What follows belongs to an exercise in optimizing a design on an open flow for small area, a short achievable clock period and few clock cycles; a production flow would make more cautious choices.
Where RTL was checked, it was by simulation tests only, not by an equivalence proof against the original.
Power figures rest on the tool's default switching activity, not on a simulated workload.

==> flow/design.v (excerpt) <==
module alu_md #(
  parameter int unsigned WIDTH = 32,
  parameter int unsigned SAW   = 5,
  parameter int unsigned CW    = 6
) (
  input  logic             clk,
  input  logic             reset,
  input  logic [WIDTH-1:0] RSbus,
  input  logic [WIDTH-1:0] RTbus,
  input  logic [WIDTH-1:0] Imm,
  input  logic             UseImm,
  input  logic [7:0]       SEL,
  input  logic             Start,
  input  logic             ReadLabel,
  input  logic             WriteLabel,
  output logic [WIDTH-1:0] ALUout,
  output logic [WIDTH-1:0] HI,
  output logic [WIDTH-1:0] LO,
  output logic             Busy,
  output logic             Done
);
clock: 6.0 ns
lec_check: 0
abc_area: 1
cap_margin: 20
core_margin: 2
core_utilization: 40
setup_slack_margin: 1.7
slew_margin: 20
standard.sh (not shown) runs the stock make flow with config.mk's settings and CLKGATE_MAP_FILE= SYNTH_SCRIPT=/design/flow/synth_recipe.tcl, a recipe that flattens the netlist after the stock synthesis.
==> flow/flow/run.sh <==
#!/bin/bash
# The standard layout (standard.sh), with two ORFS settings changed: the port buffers use
# buf_1 instead of the default delay-buffer cell, and timing repair may resize a cell to any
# footprint. Each tool's output goes to the ORFS logs under orfs/logs; make's output to
# standard.log.
export BUFFER_PORTS_ARGS="-buffer_cell sky130_fd_sc_hd__buf_1"
bash standard.sh MATCH_CELL_FOOTPRINT=0 finish > standard.log 2>&1
Testbench counts at the start, summed over its fixed seeds: cycles 19,622.
==> next run, changes <==
--- a/flow/design.v
+++ b/flow/design.v
@@ -23,22 +23,23 @@
   logic [33:0] opa;       
   logic [4:0]  cnt;
   logic        last;      
   logic        hx;        
   logic        ext;       
   logic [1:0]  mcls;      
   logic        negq, negr;
   logic [4:0]  dsh;       
   logic        zq;        
   logic        dvneg;     
   logic        one0, two0, neg0, one1, two1, neg1;    
+  logic        av_nhi, av_nlo, fixc;    
   logic        unused_labels;
   assign unused_labels = ReadLabel ^ WriteLabel;
   logic [31:0] y;
   logic [4:0]  sa;
   logic        accept;
   logic        op_mul, op_div, op_sgn;
   assign y      = UseImm ? Imm : RTbus;    
   assign sa     = UseImm ? Imm[10:6] : RSbus[4:0];
   assign accept = Start & ~Busy;
   assign op_mul = (SEL == 8'h10) || (SEL == 8'h11);
   assign op_div = (SEL == 8'h12) || (SEL == 8'h13);
@@ -142,30 +143,30 @@
   assign negn   = op_sgn & RSbus[31];
   assign negd   = op_sgn & y[31];
   assign y_zero = (y == 32'b0);
   assign clzn   = clz32(RSbus ^ {32{negn}});
   assign clzd   = clz32(y ^ {32{negd}});
   logic [6:0] sdiff;
   assign sdiff = {2'b0, (clzd[5] ? 5'd31 : clzd[4:0])} - {1'b0, clzn} + {6'b0, negn};
   logic [36:0] av, x37, pp0, pp1, cv, sv, cc;
   logic [37:0] s38;
   logic [36:0] s37;
   logic        fix, dborrow;
-  assign fix = s_fixq | s_fixr | (s_daln & negr);
+  assign fix = fixc;
   assign x37 = {{3{opa[33]}}, opa};
   assign pp0 = (({37{one0}} & x37) | ({37{two0}} & {x37[35:0], 1'b0})) ^ {37{neg0}};
   assign pp1 = (({37{one1}} & {x37[34:0], 2'b0}) | ({37{two1}} & {x37[33:0], 3'b0}))
                ^ {37{neg1}};
   always_comb begin
-    if (s_fixq)      av = ~{5'b0, LO};
-    else if (s_fixr | s_daln) av = ~{5'b0, HI};
+    if (av_nlo)      av = ~{5'b0, LO};
+    else if (av_nhi) av = ~{5'b0, HI};
     else             av = {{4{hx}}, hx, HI};
   end
   assign sv      = av ^ pp0 ^ pp1;
   assign cv      = (av & pp0) | (av & pp1) | (pp0 & pp1);
   assign cc      = {cv[35:0], neg1};
   assign s38     = {sv, 1'b1} + {cc, (neg0 | fix)};
   assign s37     = s38[37:1];
   assign dborrow = s37[36];
   logic [31:0] alu_nxt, hi_nxt, lo_nxt;
   logic [33:0] opa_nxt;
   logic [4:0]  cnt_nxt, dsh_nxt;
@@ -332,13 +333,16 @@
     cnt  <= cnt_nxt;
     last <= last_nxt;
     hx   <= hx_nxt;
     ext  <= ext_nxt;
     mcls <= mcls_nxt;
     negq <= negq_nxt;
     negr <= negr_nxt;
     dsh  <= dsh_nxt;
     zq   <= zq_nxt;
     dvneg <= dvneg_nxt;
     {one0, two0, neg0, one1, two1, neg1} <= bctl_nxt;
+    av_nlo <= n_fixq;
+    av_nhi <= n_fixr | n_daln;
+    fixc   <= n_fixq | n_fixr | (n_daln & negr_nxt);
   end
 endmodule
Result: Routed wire length came out lower by a few percent. Sequential share of layout area grows by 0.13 points. Critical path depth increases by 2. Die area rises slightly. Total power is lower by roughly a tenth. Cell area goes up slightly. Setup slack gets worse by 35 ps. Register-to-register slack got worse by 30 ps. Hold slack barely changes. Clock-buffer cell count does not change.
The RTL of the second run of this note was laid out without a check of its function.

---

Setup of rev 12:
alu_md, a different RTL version from the one above (not shown whole).
Size in the first run: about 3400 cells after synthesis, roughly 150 flip-flops, roughly 210 I/O pins.
Design alu_md, start of the top module:
module alu_md #(
  parameter int unsigned WIDTH = 32,
  parameter int unsigned SAW   = 5,
  parameter int unsigned CW    = 6
) (
  input  logic             clk,
  input  logic             reset,
  input  logic [WIDTH-1:0] RSbus,
  input  logic [WIDTH-1:0] RTbus,
  input  logic [WIDTH-1:0] Imm,
  input  logic             UseImm,
  input  logic [7:0]       SEL,
  input  logic             Start,
  input  logic             ReadLabel,
  input  logic             WriteLabel,
  output logic [WIDTH-1:0] ALUout,
  output logic [WIDTH-1:0] HI,
  output logic [WIDTH-1:0] LO,
  output logic             Busy,
  output logic             Done
);
  typedef enum logic [2:0] {S_IDLE, S_MUL, S_MULX, S_DALN, S_DIV, S_FIXQ, S_FIXR} state_t;
  state_t      state, state_nxt;
  logic [32:0] opa;       
  logic [4:0]  cnt;
  logic        hx;        
  logic        yb;        
  logic        ext;       
  logic        shrt;      
  logic        negq, negr;
  logic        unused_labels;
  assign unused_labels = ReadLabel ^ WriteLabel;
  logic [31:0] y;
  logic [4:0]  sa;
  logic        accept;
  logic        op_mul, op_div, op_sgn;
  assign y      = UseImm ? Imm : RTbus;    
  assign sa     = UseImm ? Imm[10:6] : RSbus[4:0];
  assign accept = Start && (state == S_IDLE);
  assign op_mul = (SEL == 8'h10) || (SEL == 8'h11);
  assign op_div = (SEL == 8'h12) || (SEL == 8'h13);
  assign op_sgn = ~SEL[0];
  logic        sub;
  logic [32:0] sum;
  logic        slt, sltu;
  assign sub  = (SEL[2:0] == 3'd5) || (SEL[2:1] == 2'b11);
  logic [33:0] sumc;
  assign sumc = {1'b0, RSbus, 1'b1} + {1'b0, y ^ {32{sub}}, sub};
  assign sum  = sumc[33:1];
  assign sltu = ~sum[32];
  assign slt  = (RSbus[31] ^ y[31]) ? RSbus[31] : sum[31];
  logic        daln;
  logic [31:0] shsrc;
  logic        sh_l, sh_a;
  logic [4:0]  shamt, famt;
  logic [30:0] fa;
  logic [31:0] fb, shout;
  logic [62:0] fcat;
  logic [4:0]  dshift;
  assign daln  = (state == S_DALN);
  assign shsrc = daln ? opa[31:0] : RTbus;
  ...
Settings: LEC_CHECK=0, CAP_MARGIN=20, CORE_MARGIN=2, CORE_UTILIZATION=40, SLEW_MARGIN=20; clock period 6.0 ns.
run.sh (not shown) runs the stock make flow with config.mk's settings and CLKGATE_MAP_FILE= SYNTH_SCRIPT=/design/flow/synth_recipe.tcl, a recipe that flattens the netlist after the stock synthesis.
Stock flow here: none of the scripts above is used.
### rev 12 -> rev 13
diff --git a/flow/design.v b/flow/design.v
--- a/flow/design.v
+++ b/flow/design.v
@@ -20,39 +20,36 @@
   output logic             Done
 );
   typedef enum logic [2:0] {S_IDLE, S_MUL, S_MULX, S_DALN, S_DIV, S_FIXQ, S_FIXR} state_t;
   state_t      state, state_nxt;
   logic [32:0] opa;       
   logic [4:0]  cnt;
   logic        hx;        
   logic        yb;        
   logic        ext;       
-  logic        shrt;      
   logic        negq, negr;
   logic        unused_labels;
   assign unused_labels = ReadLabel ^ WriteLabel;
   logic [31:0] y;
   logic [4:0]  sa;
   logic        accept;
   logic        op_mul, op_div, op_sgn;
   assign y      = UseImm ? Imm : RTbus;    
   assign sa     = UseImm ? Imm[10:6] : RSbus[4:0];
   assign accept = Start && (state == S_IDLE);
   assign op_mul = (SEL == 8'h10) || (SEL == 8'h11);
   assign op_div = (SEL == 8'h12) || (SEL == 8'h13);
   assign op_sgn = ~SEL[0];
   logic        sub;
   logic [32:0] sum;
   logic        slt, sltu;
   assign sub  = (SEL[2:0] == 3'd5) || (SEL[2:1] == 2'b11);
-  logic [33:0] sumc;
-  assign sumc = {1'b0, RSbus, 1'b1} + {1'b0, y ^ {32{sub}}, sub};
-  assign sum  = sumc[33:1];
+  assign sum  = {1'b0, RSbus} + {1'b0, y ^ {32{sub}}} + {32'b0, sub};
   assign sltu = ~sum[32];
   assign slt  = (RSbus[31] ^ y[31]) ? RSbus[31] : sum[31];
   logic        daln;
   logic [31:0] shsrc;
   logic        sh_l, sh_a;
   logic [4:0]  shamt, famt;
   logic [30:0] fa;
   logic [31:0] fb, shout;
   logic [62:0] fcat;
@@ -129,59 +126,54 @@
     case (state)
       S_FIXQ:  av = ~{5'b0, LO};
       S_FIXR:  av = ~{5'b0, HI};
       default: av = {{4{hx}}, hx, HI};
     endcase
   end
   assign sv  = av ^ pp0 ^ pp1;
   assign cv  = (av & pp0) | (av & pp1) | (pp0 & pp1);
   assign cc  = {cv[35:0], neg1};
-  logic [37:0] s38;
-  assign s38 = {sv, 1'b1} + {cc, (neg0 | fix)};
-  assign s37 = s38[37:1];
+  assign s37 = sv + cc + {36'b0, (neg0 | fix)};
   logic dborrow;
   assign dborrow = s37[36];
   logic [31:0] alu_nxt, hi_nxt, lo_nxt;
   logic [32:0] opa_nxt;
   logic [4:0]  cnt_nxt;
-  logic        shrt_nxt;
   logic        hx_nxt, yb_nxt, ext_nxt, negq_nxt, negr_nxt, done_nxt;
   always_comb begin
     state_nxt = state;
     alu_nxt   = ALUout;
     hi_nxt    = HI;
     lo_nxt    = LO;
     opa_nxt   = opa;
     cnt_nxt   = cnt;
     hx_nxt    = hx;
     yb_nxt    = yb;
     ext_nxt   = ext;
-    shrt_nxt  = shrt;
     negq_nxt  = negq;
     negr_nxt  = negr;
     done_nxt  = 1'b0;
     case (state)
       S_IDLE: begin
         if (Start) begin
           if (alu_we) alu_nxt = alu_res;
           if (SEL == 8'h16) hi_nxt = RSbus;
           if (SEL == 8'h17) lo_nxt = RSbus;
           done_nxt = 1'b1;
           if (op_mul) begin
             done_nxt  = 1'b0;
             state_nxt = S_MUL;
             hi_nxt    = '0;
             hx_nxt    = 1'b0;
             lo_nxt    = y;
             yb_nxt    = 1'b0;
             opa_nxt   = {op_sgn & RSbus[31], RSbus};
-            shrt_nxt  = (y[31:15] == 17'h0) || (op_sgn && (y[31:15] == 17'h1ffff));
-            cnt_nxt   = shrt_nxt ? 5'd3 : 5'd7;
+            cnt_nxt   = 5'd7;
             ext_nxt   = ~op_sgn & y[31];
           end
           if (op_div) begin
             if (y_zero) begin
               hi_nxt = RSbus;
               lo_nxt = '1;
             end else begin
               done_nxt  = 1'b0;
               state_nxt = S_DALN;
@@ -195,22 +187,18 @@
           end
         end
       end
       S_MUL: begin
         {hx_nxt, hi_nxt} = s37[36:4];
         lo_nxt  = {s37[3:0], LO[31:4]};
         yb_nxt  = LO[3];
         cnt_nxt = cnt - 5'd1;
         if (cnt == 5'd0) begin
-          if (shrt) begin
-            hi_nxt = {{15{s37[36]}}, s37[36:20]};
-            lo_nxt = {s37[19:0], LO[31:20]};
-          end
           if (ext) state_nxt = S_MULX;
           else begin
             state_nxt = S_IDLE;
             done_nxt  = 1'b1;
           end
         end
       end
       S_MULX: begin
         hi_nxt    = s37[31:0];
@@ -277,14 +265,13 @@
       Done   <= done_nxt;
     end
   end
   always_ff @(posedge clk) begin
     opa  <= opa_nxt;
     cnt  <= cnt_nxt;
     hx   <= hx_nxt;
     yb   <= yb_nxt;
     ext  <= ext_nxt;
-    shrt <= shrt_nxt;
     negq <= negq_nxt;
     negr <= negr_nxt;
   end
 endmodule
Findings:
Rev 13 was carried through to the last stage, and its layout satisfied the timing, DRC and antenna checks.
The clock-buffer cell count in rev 13 was lower than what rev 12 gave.
Leading cell type in the layout, fill and taps excluded: buf_4 -> rev 12, nand2_1 -> rev 13
Against rev 12, final wirelength in rev 13 fell by a little under 10%.
Minimum setup slack among reg-to-reg paths in rev 13 is 0.06 ns higher than in rev 12
Between rev 13 and rev 12, it is rev 13 whose estimated wirelength of the detail-placed design is lower, by about 11%.
Die area in rev 13 is about 3.2% below rev 12.
Between rev 13 and rev 12, synthesized cell count is higher for rev 12, rev 13 comes in under that.
Testbench counts of rev 13, summed over its fixed seeds: cycles 22,614.
No functional check of the RTL was part of rev 12.

## port drivers added, routing unchanged
The flow's constraints put no driver on any port. The routed layouts listed below were extracted and timed again, unchanged, in two steps.
Step 1 sets driving cells, clkbuf_16 on the clock port and buf_2 on the other inputs (assumed; they add their load-dependent delay and slew).
Step 2 also shifts input and output timing later by t, the mid clock arrival at the registers, as if the neighbouring blocks saw the same clock.
Three values: ideal ports, drivers, drivers and shift; two values: the first two.
run	shift t [ns]	setup slack, ns	worst hold slack (ns)	worst setup path at the end
the first run of note 1	0.583	1.752 / 1.752 / 1.290	0.478 / 0.478 / 0.478	input to register
the second run of note 1	0.584	1.717 / 1.717 / 1.247	0.477 / 0.477 / 0.477	input to register
rev 12	0.561	0.214 / 0.214 / 0.110	0.552 / 0.552 / 0.552	input to register
rev 13	0.567	0.279 / 0.279 / 0.279	0.501 / 0.501 / 0.501	register to register
After both steps every run listed still meets setup and hold. The setup slack of the second run of note 1, which loses most, moves by 0.000 ns with the drivers and by -0.470 ns with both steps.
